Source: an optimization exercise on an open RTL-to-GDS flow (aim: small area and a short achievable clock period). Production flows keep margins and buffers that such runs may drop.
No functional check of the RTL was part of any run shown here.
Power and IR drop assume default switching activity.

===== flow/standard.sh =====
#!/bin/bash
# synth_recipe.tcl (not shown) runs the flow's synth.tcl, then flattens the netlist and writes it again
# the make line also repeats each setting of config.mk as NAME=value (left out here)
make -C /OpenROAD-flow-scripts/flow DESIGN_CONFIG=/design/flow/config.mk WORK_HOME=/design/flow/orfs CLKGATE_MAP_FILE= SYNTH_SCRIPT=/design/flow/synth_recipe.tcl "${@:-finish}"

===== flow/config.mk =====
export PLATFORM = sky130hd
export DESIGN_NAME = button_press_classifier_queue_unit
export DESIGN_NICKNAME = button_press_classifier_queue_unit
export VERILOG_FILES = /design/flow/design.v
export SDC_FILE = /design/flow/constraint.sdc
export NUM_CORES = 4
export LEC_CHECK = 0
export CAP_MARGIN = 20
export CORE_MARGIN = 2
export CORE_UTILIZATION = 40
export SLEW_MARGIN = 20

===== flow/flow/run.sh =====
#!/bin/bash
# Own layout flow: the standard ORFS layout (standard.sh, with its
# unchanged synthesis), with these layout knobs changed on make's command
# line:
#  - the setup repair margin, so that repair_timing works towards the
#    period the design can reach rather than stopping 5 ns short of 10.5 ns;
#  - the port buffer cell: a plain buffer instead of the delay buffer that
#    buffer_ports picks by default. Every port is still buffered;
#  - clock tree synthesis: clkbuf_8 buffers in larger sink clusters and no
#    dummy loads. The clock still reaches every register through buffers.
# The full make output goes to run_flow.log in the work folder; ORFS's own
# per-step logs stay under orfs/logs.
set -euo pipefail
MARGIN=${OWN_SETUP_MARGIN:-6.0}
CTS="-sink_clustering_enable -repair_clock_nets -dont_use_dummy_load"
CTS="$CTS -buf_list sky130_fd_sc_hd__clkbuf_8"
CTS="$CTS -sink_clustering_size 16 -sink_clustering_max_diameter 50"
bash standard.sh \
  "SETUP_SLACK_MARGIN=${MARGIN}" \
  "BUFFER_PORTS_ARGS=-buffer_cell sky130_fd_sc_hd__buf_2" \
  "CTS_ARGS=${CTS}" \
  finish > run_flow.log 2>&1

===== flow/design.v =====
`timescale 1ns / 1ps
package bpcq_pkg;
   localparam int unsigned LEVEL_W  = 8;
   localparam int unsigned TIME_W   = 32;
   localparam int unsigned COUNT_W  = 16;
   localparam int unsigned CSR_IDX_W = 2;
   localparam int unsigned NUM_BUTTONS_DEF = 8;
   localparam int unsigned QUEUE_DEPTH_DEF = 16;
   localparam logic OP_SCAN = 1'b0;
   localparam logic OP_POP  = 1'b1;
   localparam logic [CSR_IDX_W-1:0] CSR_SHORT_TICKS   = 2'd0;
   localparam logic [CSR_IDX_W-1:0] CSR_LONG_TICKS    = 2'd1;
   localparam logic [CSR_IDX_W-1:0] CSR_BEEP_TICKS    = 2'd2;
   localparam logic [CSR_IDX_W-1:0] CSR_GATHER_WINDOW = 2'd3;
   localparam logic [COUNT_W-1:0] SHORT_TICKS_RST   = 16'd5;
   localparam logic [COUNT_W-1:0] LONG_TICKS_RST    = 16'd100;
   localparam logic [COUNT_W-1:0] BEEP_TICKS_RST    = 16'd10;
   localparam logic [COUNT_W-1:0] GATHER_WINDOW_RST = 16'd100;
   typedef struct packed {
      logic               op;
      logic [LEVEL_W-1:0] buttons_high;
      logic [TIME_W-1:0]  now_ms;
   } req_type;
   typedef struct packed {
      logic               beep_start;
      logic               beep_stop;
      logic               event_queued;
      logic               event_dropped;
      logic               pop_valid;
      logic [LEVEL_W-1:0] pop_mask;
      logic               pop_long;
   } rsp_type;
   typedef struct packed {
      logic [COUNT_W-1:0] short_ticks;
      logic [COUNT_W-1:0] long_ticks;
      logic [COUNT_W-1:0] beep_ticks;
      logic [COUNT_W-1:0] gather_window_ms;
   } cfg_type;
   typedef struct packed {
      logic               long_flag;
      logic [LEVEL_W-1:0] mask;
   } entry_type;
   typedef struct packed {
      logic      valid;
      entry_type entry;
   } push_type;
   typedef struct packed {
      logic empty;
      logic full;
   } qstat_type;
   typedef struct packed {
      logic beep_start;
      logic beep_stop;
      logic event_queued;
      logic event_dropped;
   } scan_flags_type;
endpackage
`timescale 1ns / 1ps
module bpcq_lane (
   input  logic        clock,
   input  logic        reset,
   input  logic        scan_en,
   input  logic        lvl,
   input  logic [15:0] nsm1,
   input  logic        short_nz,
   input  logic [15:0] nlong,
   output logic        mask,
   output logic        long_f,
   output logic        rose
);
   logic [15:0] hold_ff;
   logic        g_s, p_s, g_l, p_l, ge_s, ge_l, eq_s;
   always_comb begin
      logic [15:0] gs, ps, gl, pl;
      gs = hold_ff & nsm1;
      ps = hold_ff | nsm1;
      gl = hold_ff & nlong;
      pl = hold_ff | nlong;
      for (int w = 1; w < 16; w = w * 2) begin
         for (int j = 2 * w - 1; j < 16; j = j + 2 * w) begin
            gs[j] = gs[j] | (ps[j] & gs[j-w]);
            ps[j] = ps[j] & ps[j-w];
            gl[j] = gl[j] | (pl[j] & gl[j-w]);
            pl[j] = pl[j] & pl[j-w];
         end
      end
      g_s = gs[15];
      p_s = ps[15];
      g_l = gl[15];
      p_l = pl[15];
   end
   always_comb begin
      ge_s   = !short_nz || g_s;
      eq_s   = p_s && !g_s;
      ge_l   = g_l || p_l;
      mask   = lvl && (ge_s || ge_l);
      long_f = lvl && ge_l;
      rose   = !lvl && short_nz && eq_s;
   end
   logic [16:0] ones;
   logic        inc_en, clr;
   always_comb begin
      ones[0] = 1'b1;
      for (int k = 0; k < 16; k++) ones[k+1] = ones[k] & hold_ff[k];
   end
   assign inc_en = scan_en && !lvl && !ones[16];
   assign clr    = reset || (scan_en && lvl);
   always_ff @(posedge clock) begin
      if (clr) hold_ff <= '0;
      else     hold_ff <= hold_ff ^ ({16{inc_en}} & ones[15:0]);
   end
endmodule
module bpcq_core (
   input  logic        clock,
   input  logic        reset,
   input  logic        scan_en,
   input  logic        pop_en,
   input  logic        rsp_load,
   input  logic        op,
   input  logic [7:0]  lvl,
   input  logic [31:0] now,
   input  logic [7:0]  ge_min,
   input  logic [7:0]  ge_long,
   input  logic [15:0] win,
   output logic [8:0]  wr_entry,
   output logic [3:0]  head,
   output logic [3:0]  tail,
   output logic        full_o,
   output logic        eq_flag,
   output logic        ed_flag,
   output logic        pv_flag,
   output logic        empty_o
);
   logic [7:0]  pmask_ff, mask, mm;
   logic        plong_ff, lm, mask_any, fire, quiet;
   logic [31:0] last_ff;
   logic [3:0]  head_ff, tail_ff, head_p1, tail_p1;
   logic        full_ff, to_full, empty, full, eq_ff, ed_ff, pv_ff;
   logic [15:0] last_hi1, e_lo;
   logic        e_wrap, win_zero;
   bpcq_core_pre u_pre (
      .last     (last_ff),
      .win      (win),
      .head     (head_ff),
      .tail     (tail_ff),
      .full_ff  (full_ff),
      .last_hi1 (last_hi1),
      .e_lo     (e_lo),
      .e_wrap   (e_wrap),
      .win_zero (win_zero),
      .head_p1  (head_p1),
      .tail_p1  (tail_p1),
      .to_full  (to_full),
      .empty    (empty),
      .full     (full)
   );
   assign mask     = lvl & ge_min;
   assign mask_any = (mask != 8'd0);
   assign mm       = pmask_ff | mask;
   assign lm       = plong_ff | ((lvl & ge_long) != 8'd0);
   assign wr_entry = {lm, mm};
   logic [15:0] now_lo, now_hi, g1, p1, g2, p2;
   logic        ge_lo, ge_end, hi_zero, lo_in;
   assign now_lo = now[15:0];
   assign now_hi = now[31:16];
   always_comb begin
      g1 = now_lo & ~last_ff[15:0];
      p1 = now_lo | ~last_ff[15:0];
      g2 = now_lo & ~e_lo;
      p2 = now_lo | ~e_lo;
      for (int w = 1; w < 16; w = w * 2) begin
         for (int j = 2 * w - 1; j < 16; j = j + 2 * w) begin
            g1[j] = g1[j] | (p1[j] & g1[j-w]);
            p1[j] = p1[j] & p1[j-w];
            g2[j] = g2[j] | (p2[j] & g2[j-w]);
            p2[j] = p2[j] & p2[j-w];
         end
      end
      ge_lo   = g1[15] | p1[15];
      ge_end  = g2[15] | p2[15];
      hi_zero = ge_lo ? (now_hi == last_ff[31:16]) : (now_hi == last_hi1);
      lo_in   = e_wrap ? (ge_lo | !ge_end) : (ge_lo & !ge_end);
      quiet   = !(hi_zero && lo_in);
   end
   assign fire = mask_any ? win_zero : ((pmask_ff != 8'd0) && quiet);
   always_ff @(posedge clock) begin
      if (reset) begin
         pmask_ff <= '0;
         plong_ff <= 1'b0;
         head_ff  <= '0;
         tail_ff  <= '0;
         full_ff  <= 1'b0;
      end else begin
         if (scan_en) begin
            pmask_ff <= fire ? 8'd0 : mm;
            plong_ff <= fire ? 1'b0 : lm;
            if (fire && !full) begin
               head_ff <= head_p1;
               full_ff <= to_full;
            end
         end
         if (pop_en && !empty) begin
            tail_ff <= tail_p1;
            full_ff <= 1'b0;
         end
      end
   end
   always_ff @(posedge clock) begin
      if (scan_en && !reset && mask_any) last_ff <= now;
   end
   always_ff @(posedge clock) begin
      if (rsp_load) begin
         eq_ff <= !op && fire && !full;
         ed_ff <= !op && fire && full;
         pv_ff <= op && !empty;
      end
   end
   assign head    = head_ff;
   assign tail    = tail_ff;
   assign eq_flag = eq_ff;
   assign ed_flag = ed_ff;
   assign pv_flag = pv_ff;
   assign empty_o = empty;
   assign full_o  = full;
endmodule
module bpcq_core_pre (
   input  logic [31:0] last,
   input  logic [15:0] win,
   input  logic [3:0]  head,
   input  logic [3:0]  tail,
   input  logic        full_ff,
   output logic [15:0] last_hi1,
   output logic [15:0] e_lo,
   output logic        e_wrap,
   output logic        win_zero,
   output logic [3:0]  head_p1,
   output logic [3:0]  tail_p1,
   output logic        to_full,
   output logic        empty,
   output logic        full
);
   assign last_hi1       = last[31:16] + 16'd1;
   assign {e_wrap, e_lo} = {1'b0, last[15:0]} + {1'b0, win};
   assign win_zero       = (win == 16'd0);
   assign head_p1        = (head == 4'd14) ? 4'd0 : head + 4'd1;
   assign tail_p1        = (tail == 4'd14) ? 4'd0 : tail + 4'd1;
   assign to_full        = (head_p1 == tail);
   assign empty          = (head == tail) && !full_ff;
   assign full           = full_ff;
endmodule
`timescale 1ns / 1ps
module bpcq_queue (
   input  logic       clock,
   input  logic [3:0] head,
   input  logic [3:0] tail,
   input  logic       full,
   input  logic [8:0] wr_entry,
   output logic [8:0] rd_entry
);
   logic [8:0] mem [0:14];
   always_ff @(posedge clock) begin
      if (!full) mem[head] <= wr_entry;
   end
   logic [8:0] rd_slot [0:15];
   always_comb begin
      for (int k = 0; k < 15; k++) rd_slot[k] = mem[k];
      rd_slot[15] = mem[14];
   end
   assign rd_entry = rd_slot[tail];
endmodule
`timescale 1ns / 1ps
module button_press_classifier_queue_unit (
   input  logic        clock,
   input  logic        reset,
   input  logic        req_valid,
   output logic        req_stall,
   input  logic [40:0] req_payload_bits,
   output logic        rsp_valid,
   input  logic        rsp_stall,
   output logic [13:0] rsp_payload_bits,
   input  logic        csr_valid,
   output logic        csr_ready,
   input  logic [1:0]  csr_index,
   input  logic [15:0] csr_wdata
);
   logic        op;
   logic [7:0]  lvl;
   logic [31:0] now;
   assign op  = req_payload_bits[40];
   assign lvl = req_payload_bits[39:32];
   assign now = req_payload_bits[31:0];
   logic rsp_valid_ff, req_fire, scan_en, pop_en;
   assign req_stall = rsp_valid_ff && rsp_stall;
   assign req_fire  = req_valid && !req_stall;
   assign scan_en   = req_fire && !op;
   assign pop_en    = req_fire && op;
   assign csr_ready = 1'b1;
   assign rsp_valid = rsp_valid_ff;
   always_ff @(posedge clock) begin
      if (reset) rsp_valid_ff <= 1'b0;
      else       rsp_valid_ff <= req_fire || (rsp_valid_ff && rsp_stall);
   end
   logic [15:0] nsm1_ff, nlong_ff, beep_t_ff, win_ff;
   always_ff @(posedge clock) begin
      if (reset) begin
         nsm1_ff   <= -16'd5;
         nlong_ff  <= ~16'd100;
         beep_t_ff <= 16'd10;
         win_ff    <= 16'd100;
      end else if (csr_valid) begin
         case (csr_index)
            2'd0: nsm1_ff   <= -csr_wdata;
            2'd1: nlong_ff  <= ~csr_wdata;
            2'd2: beep_t_ff <= csr_wdata;
            default: win_ff <= csr_wdata;
         endcase
      end
   end
   logic        short_nz;
   logic [7:0]  ge_min, ge_long, rose;
   assign short_nz = (nsm1_ff != 16'd0);
   for (genvar i = 0; i < 8; i++) begin : g_lane
      bpcq_lane u_lane (
         .clock    (clock),
         .reset    (reset),
         .scan_en  (scan_en),
         .lvl      (lvl[i]),
         .nsm1     (nsm1_ff),
         .short_nz (short_nz),
         .nlong    (nlong_ff),
         .mask     (ge_min[i]),
         .long_f   (ge_long[i]),
         .rose     (rose[i])
      );
   end
   logic [15:0] beep_ff;
   logic        beep_le1, start, beep_stop;
   assign beep_le1  = (beep_ff[15:1] == 15'd0);
   assign beep_stop = (beep_ff == 16'd1);
   assign start     = beep_le1 && (rose != 8'd0);
   always_ff @(posedge clock) begin
      if (reset) begin
         beep_ff <= '0;
      end else if (scan_en) begin
         beep_ff <= start ? beep_t_ff : (beep_le1 ? 16'd0 : beep_ff - 16'd1);
      end
   end
   logic [8:0] wr_entry, rd_entry;
   logic [3:0] head, tail;
   logic       eq_flag, ed_flag, pv_flag, empty, full;
   bpcq_core u_core (
      .clock    (clock),
      .reset    (reset),
      .scan_en  (scan_en),
      .pop_en   (pop_en),
      .rsp_load (!req_stall),
      .op       (op),
      .lvl      (lvl),
      .now      (now),
      .ge_min   (ge_min),
      .ge_long  (ge_long),
      .win      (win_ff),
      .wr_entry (wr_entry),
      .head     (head),
      .tail     (tail),
      .full_o   (full),
      .eq_flag  (eq_flag),
      .ed_flag  (ed_flag),
      .pv_flag  (pv_flag),
      .empty_o  (empty)
   );
   bpcq_queue u_queue (
      .clock    (clock),
      .head     (head),
      .tail     (tail),
      .full     (full),
      .wr_entry (wr_entry),
      .rd_entry (rd_entry)
   );
   logic       bs_ff, bp_ff;
   logic [8:0] pop_ff;
   always_ff @(posedge clock) begin
      if (!req_stall) begin
         bs_ff  <= !op && start;
         bp_ff  <= !op && beep_stop;
         pop_ff <= (op && !empty) ? {rd_entry[7:0], rd_entry[8]} : 9'd0;
      end
   end
   assign rsp_payload_bits = {bs_ff, bp_ff, eq_flag, ed_flag, pv_flag, pop_ff};
endmodule

===== flow/constraint.sdc =====
create_clock -name core_clock -period 10.5 [get_ports {clock}]
set_input_delay 2.1000 -clock core_clock [delete_from_list [all_inputs] [get_ports {clock}]]
set_output_delay 2.1000 -clock core_clock [all_outputs]
set_load 0.01 [all_outputs]

==> results of run 1 <==
Yosys cell counts, drive strengths merged (30+ instances only):
master | n | area, um2
buf | 43 | 196.4
o21ai | 99 | 499.2
dfxtp | 227 | 4544
xor2 | 83 | 727.0
nor4 | 40 | 250.2
edfxtp | 181 | 5435
nand2 | 266 | 998.5
xnor2 | 73 | 639.4
nand4 | 30 | 187.7
a211oi | 51 | 382.9
inv | 55 | 206.4
a22oi | 80 | 600.6
o22ai | 85 | 531.8
clkbuf | 186 | 698.2
nand3 | 97 | 485.5
a21oi | 113 | 576.8
nor2 | 374 | 1404
nand2b | 31 | 193.9
o211ai | 55 | 412.9
nor3 | 64 | 320.3
registers in the layout (all words and copies together), names as in the netlist:
register and cells:
u_queue.mem 135, g_lane.u_lane.hold_ff 128, u_core.last_ff 32, beep_ff 16, beep_t_ff 16, nlong_ff 16, nsm1_ff 16, win_ff 16
pop_ff 9, u_core.pmask_ff 8, u_core.head_ff 4, u_core.tail_ff 4, bp_ff 1, bs_ff 1, rsp_valid_ff 1, u_core.ed_ff 1
u_core.eq_ff 1, u_core.full_ff 1, u_core.plong_ff 1, u_core.pv_ff 1
power breakdown:
part	total [mW]	internal, mW	switching [mW]	leakage [nW]
Combinational	0.318	0.111	0.207	4.47
Clock	0.927	0.380	0.547	0.324
Sequential	1.69	1.67	0.0248	3.69
Total	2.94	2.16	0.779	8.48
metrics by stage:
step           cells  setup WS (ns)  hold slack [ns]  power [mW]  instance area [um2]
2_1_floorplan   2590          5.458           0.4355       1.925                22440
3_3_place_gp    3239          5.051           0.4510       2.020                23270
3_5_place_dp    3240          5.039           0.4491       2.028                23280
4_1_cts         3292          5.924           0.4636       2.952                24070
5_1_grt         3301          5.794           0.4818       3.049                24240
6_report        3302          5.907           0.4609       2.935                24240
how the worst min path moves through the flow:
stage	from	to	slack (ns)	cells after the start
global placement	beep_t_ff[15]	beep_t_ff[15]	0.45	2
detailed placement	beep_t_ff[5]	beep_t_ff[5]	0.45	2
floorplan	u_core.plong_ff	u_core.plong_ff	0.44	2
finish	beep_t_ff[5]	beep_t_ff[5]	0.46	2
global route	beep_t_ff[5]	beep_t_ff[5]	0.48	2
CTS	beep_t_ff[5]	beep_t_ff[5]	0.46	2
area by class of cell:
| cell class | count | area (um2) |
|---|---|---|
| antenna | 4 | 10.01 |
| clock buffer | 45 | 619.3 |
| fill | 5385 | 30960 |
| inverter | 55 | 209.0 |
| multi-input combinational | 1898 | 11560 |
| sequential | 408 | 9982 |
| tap | 748 | 935.9 |
| timing repair buffer | 144 | 927.1 |
critical path, cell delays in order:
cell and delay [ns]:
buf_8 0.09, nor2b_4 0.11, maj3_2 0.31, a221oi_4 0.23
a2111oi_4 0.16, or2_4 0.28, or4_4 0.51, a221oi_2 0.25
o221ai_2 0.13, or3_4 0.39, a21oi_4 0.25, buf_4 0.16
nor2_1 0.04, o32ai_1 0.11
per-layer routing:
layer / GRT usage / share of wire / up-vias / wire (um)
li1: - / - / 9380 / -
met1: 0.3103 / 0.42 / 9718 / 29580
met2: 0.3828 / 0.46 / 860 / 31950
met3: 0.04524 / 0.085 / 171 / 5912
met4: 0.08300 / 0.031 / 6 / 2158
met5: 0 / 0.00056 / - / 39
timing repair:
action / CTS / global route
setup endpoints to repair: 17 / 30
pin swaps: 12 / 16
resized for setup: 28 / 17
setup buffers: 7 / 5
gates cloned: 0 / 0
hold endpoints to repair: 0 / 0
logic make-up (layout without fill, tap and decap cells):
group,after synthesis,after routing,synth area share
simple gates,1014,1014,0.2065
compound gates,668,668,0.2066
flops,408,408,0.4460
buf+inv,284,244,0.04920
xor+xnor,156,156,0.06106
fa+ha+maj,42,42,0.02264
mux,17,17,0.007884
other cells,1,5,0.0001676
==> out/metrics.cfg, run 1 <==
[synthesis]
ys_seq_area_frac=0.4460
synth_flop_cell=dfxtp_1
yosys_warnings=5
synth_area_um2=22380
async_reset_ff_frac=0
synth_edf_count=181
synth_cells=2590
synth_cell_type_count=86
syn-num-nets=2683
synth_area_per_cell_um2=8.640
ys_ff_latch=408

[setup_path]
critical_path_class=input port to register
crit_arrival_ns=5.13
end_kind=register
worst-path-max-fanout=5
r2r_start=u_core.last_ff[3]
r2r-end=u_core.head_ff[1]
rrSetupSlack_ns=6.25
startpoint_type=input port
crit_required_ns=11.04
reg2reg_depth=14
critical_path.endpoint=u_core.head_ff[1]
cp-startpoint=req_payload_bits[6]

[sta]
slew_violations=0
max_slew_margin=0.2329
hold_violations=0
fmax_ghz=0.2177
min_period_over_period=0.4374
setup_viol=0
worst_pin_slew_ns=1.146
skew_ns=0.09777
rsz0062_at_grt=true
finalSetupTns_ns=0
period_minus_slack_ns=4.593

[place]
dp_hpwl_um=46360
io_buffers=79
gp_congestion=0.9066

[layout]
area_growth_pct=8.325
finish.net_count=2645
fin_util=0.4391
layout_common_cells=371 x nor2_1, 265 x nand2_1, 225 x dfxtp_1
drive_above_1_share=0.1020
final_common_cell=nor2_1

[clock_tree]
cts_made_buffers=45
root_buffer=clkbuf_8
clock_latency_ns=0.66
cts_hold_buf=0
htree_levels=2
clk_pin_slew_ns=0.09
cts_tree=built
cts_buffer_depth=3
cts.sinks=408

[die]
die-area_um2=57850
core_um2=55200
rows=86
dieWidth_um=240.5
die_y_um=240.5
io_pins=81
start_util=0.4054

[detailed_routing]
drcViolationCount=0
detail_route.wl_per_cell_um=21.09
viasPerCell=6.098
drt_iter0_drc=2214
postRouteAntennaNets=0
drt-pass1-iter-count=6
wirelength_um=69640
vias=20140

[pwr]
leakage_nw=8.477
peakVddDrop_v=0.00007900
p_per_area_nw_per_um2=121.1

[global_routing]
grt_usage=0.2347
grt_pass1_vias=18780
grt_pass1_wl_um=106300
grt_max_degree=63
antenna_found_initial=6
grt_remaining_overflow=0

[run]
cap_violations=0

[outcome]
status=finished clean

[hold_path]
holdCritPathClass=register to register

==> run 2, diff against run 1 <==
--- a/flow/config.mk
+++ b/flow/config.mk
@@ -11 +11,2 @@
 export SLEW_MARGIN = 20
+export SYNTH_HIERARCHICAL = 1
==> run 2 against run 1 <==
Net effect: first-iteration DRC count shrank 17%; utilization shrank 0.83 points; power grew 4.3%; highest routed layer unchanged; still clean on timing, DRC and antenna; clock skew grew 0.021 ns; via count grew 3.5%; count of clock-buffer cells in the layout shrank 1; maximum frequency grew 2.2%; cell area grew 4.9%; die area grew 6.5%; cell count grew 4.0%; critical path depth shrank 10; critical endpoint is now req_stall; global-route usage shrank 1.2 points.
==> out/metrics.cfg, run 2 <==
[outcome]
status=finished clean

[synthesis]
synth_edf_count=181  ; unchanged
synth_cell_type_count=99  ; +15%
yosys_warnings=11  ; +6
synth_area_per_cell_um2=8.977  ; +3.9%
yosysMostFrequentCell=nor2_1
synth_cells=2658  ; +2.6%
synth_flop_cell=dfxtp_1
syn-num-nets=2751  ; +2.5%
synth_area_um2=23860  ; +6.6%
ys_seq_area_frac=0.4182  ; -0.02771
ys_top_cells_by_count=351 x nor2_1, 227 x dfxtp_1, 219 x nand2_1, 181 x edfxtp_1, 119 x a21oi_1
synth.largest_area_cell=edfxtp_1
async_reset_ff_frac=0  ; unchanged
ys_top_cells_by_area=edfxtp_1 23%, dfxtp_1 19%, nor2_1 5.5%
synth.top_cell.area_share=0.2278  ; -0.01509
ys_ff_latch=408  ; unchanged

[clock_tree]
cts_tree=built
cts_made_buffers=44  ; -2.2%
cts_buffer_depth=3  ; unchanged
cts_hold_buf=0  ; unchanged
root_buffer=clkbuf_8
cts.sinks=408  ; unchanged
clk_pin_slew_ns=0.05  ; -0.04 ns
htree_levels=2  ; unchanged
clock_latency_ns=0.68  ; +0.02 ns

[layout]
drive_above_1_share=0.1094  ; +0.007479
reg.largest.list=u_queue.mem: 135 flops, g_lane.u_lane.hold_ff: 128 flops, u_core.last_ff: 32 flops
instances_no_fill=3435  ; +4.0%
largest_reg_flops=135  ; unchanged
finish.net_count=2754  ; +4.1%
fin_util=0.4309  ; -0.008273
largest-register=u_queue.mem
area_growth_pct=6.576
layout_common_cells=350 x nor2_1, 218 x nand2_1, 218 x dfxtp_1
final_common_cell=nor2_1

[die]
start_util=0.4043  ; -0.001108
io_pins=81  ; unchanged
rows=89  ; +3.5%
core_um2=59020  ; +6.9%
dieWidth_um=248.2  ; +3.2%
die-area_um2=61620  ; +6.5%
die_y_um=248.2  ; +3.2%

[detailed_routing]
viasPerCell=6.069  ; -0.47%
wirelength_um=70000  ; +0.53%
drt_iter0_drc=1842  ; -17%
drcViolationCount=0  ; unchanged
detail_route.wl_per_cell_um=20.38  ; -3.4%
postRouteAntennaNets=0  ; unchanged
drt-pass1-iter-count=6  ; unchanged
vias=20850  ; +3.5%

[setup_path]
end_kind=output port
worst-path-max-fanout=2  ; -3
startpoint_type=input port
crit_arrival_ns=2.39  ; -2.74 ns
critical_path_class=input port to output port
crit_required_ns=8.40  ; -2.64 ns

[place]
io_buffers=79  ; unchanged
dp_hpwl_um=47020  ; +1.4%
placed_cells=3381  ; +4.4%
pre_cts_slack_ns=5.596  ; +0.5573 ns
gp_congestion=0.9153  ; +0.96%

[global_routing]
grt_remaining_overflow=0  ; unchanged
grt_pass1_wl_um=109000  ; +2.5%
antenna_found_initial=5  ; -1
grt_usage=0.2231  ; -0.01157
grt_max_degree=68  ; +7.9%
grt_pass1_vias=19700  ; +4.9%

[sta]
period_minus_slack_ns=4.494  ; -0.09894 ns
hold_violations=0  ; unchanged
slew_violations=0  ; unchanged
min_period_over_period=0.4280  ; -0.009423
max_slew_margin=0.2945  ; +0.06162
worst_slack_ns=6.006  ; +0.09894 ns
finalSetupTns_ns=0  ; unchanged
setup_viol=0  ; unchanged
fmax_ghz=0.2225  ; +2.2%
skew_ns=0.1188  ; +0.02107 ns
rsz0062_at_grt=false
worst_pin_slew_ns=1.054  ; -0.09208 ns

[pwr]
leakage_nw=8.874  ; +4.7%
p_per_area_nw_per_um2=120.4  ; -0.60%
peakVddDrop_v=0.00007178  ; -9.1%

[run]
cap_violations=0  ; unchanged

[hold_path]
holdCritPathClass=register to register

## run 2: critical path, stage by stage
cell and delay (ns):
buf_8 0.10, nand2_8 0.05, inv_4 0.03, buf_6 0.11
## run 2: timing repair
action | CTS | global route
resized for setup | 11 | 14
hold endpoints to repair | 0 | 0
setup endpoints to repair | 17 | 17
pin swaps | 2 | 2
setup buffers | 3 | 3
cloned | 0 | 0
## run 2: Yosys stat by module (local to each module, per instance)
module / flops+latches / copies in the design / cells inside / cell area [um2]
bpcq_core_pre: 0 / 1 / 197 / 1333
button_press_classifier_queue_unit: 92 / 1 / 475 / 4089
bpcq_queue: 135 / 1 / 349 / 5401
bpcq_core: 53 / 1 / 277 / 2908
bpcq_lane: 16 / 8 / 170 / 1266
## run 2: final cells by class
cell class,instances,area [um2]
inverters,82,310.3
repair buffers,115,710.7
diodes,3,7.507
fillers,5759,33590
clock buffers,44,605.6
multi-input cells,2010,12840
flip-flops and latches,408,9991
well taps,773,967.2
## run 2: path summary, 6_finish.rpt
| check | startpoint | end | slack (ns) | cells after the start |
|---|---|---|---|---|
| worst max-delay path | rsp_stall | req_stall | 6.01 | 4 |
| worst min-delay path | beep_t_ff[9] | beep_t_ff[9] | 0.46 | 2 |
| worst max register to register | u_core.last_ff[0] | u_core.pmask_ff[7] | 6.23 | 18 |
| worst min register to register | beep_t_ff[9] | beep_t_ff[9] | 0.46 | 2 |
## run 2: through the flow
step | hold slack, ns | area, um2 | power [mW]
after floorplan | 0.4365 | 23880 | 2.057
after global placement | 0.4474 | 24650 | 2.165
after detailed placement | 0.4498 | 24650 | 2.174
after CTS | 0.4602 | 25320 | 3.083
after global routing | 0.4864 | 25420 | 3.191
final | 0.4565 | 25430 | 3.061
## run 2: cell families (layout without fill, tap and decap cells)
logic type                 count (synthesis)  count (layout)  synth area share
AOI/OAI and AO/OA                        725             725            0.2134
other                                      1               4         0.0001572
adders and majority gates                 45              45           0.02223
xor gates and xnor gates                 140             140           0.05139
DFF                                      408             408            0.4182
buffers and inverters                    240             241           0.04667
muxes                                     46              46           0.02134
and+or+nand+nor                         1053            1053            0.2265
## run 2: layer usage
layer  vias to the layer above  routed length [um]  track usage
met3                       175                5490      0.03760
met5                         -                  41            0
met4                         6                2681      0.09051
met2                       817               31130       0.3529
met1                      9992               30660       0.3032
li1                       9857                   -            -
## run 2: where the power goes
| part | internal [mW] | total, mW | leakage [nW] | switching (mW) |
|---|---|---|---|---|
| sequential | 1.67 | 1.72 | 3.47 | 0.0509 |
| combinational | 0.163 | 0.429 | 5.09 | 0.266 |
| clock | 0.372 | 0.907 | 0.316 | 0.536 |

-- port drivers added, routing unchanged --
No port has a modelled driver above. Below, the same layouts with a new extraction and two added sets of constraints. Step 1 assumes that a clkbuf_16 drives the clock port and a buf_2 every other input. Step 2 adds t to the input delays and takes it off the output delays; t is the mean of the earliest and latest rising clock arrival at the registers after step 1. Input paths then give back, and output paths get back, about the clock's delay inside the block. a / b / c = ideal ports / drivers / drivers and shift; a / b = the first two.
| run | shift t [ns] | setup WS [ns] | worst register clock-pin slew, ns |
|---|---|---|---|
| run 1 | 0.676 | 5.907 / 5.928 / 5.251 | 0.10 / 0.10 |
| run 2 | 0.669 | 6.006 / 5.960 / 5.680 | 0.10 / 0.10 |
After both steps setup and hold are still met in every run listed. The setup slack of run 1, which loses most, moves by +0.021 ns with the drivers and by -0.656 ns with both steps.
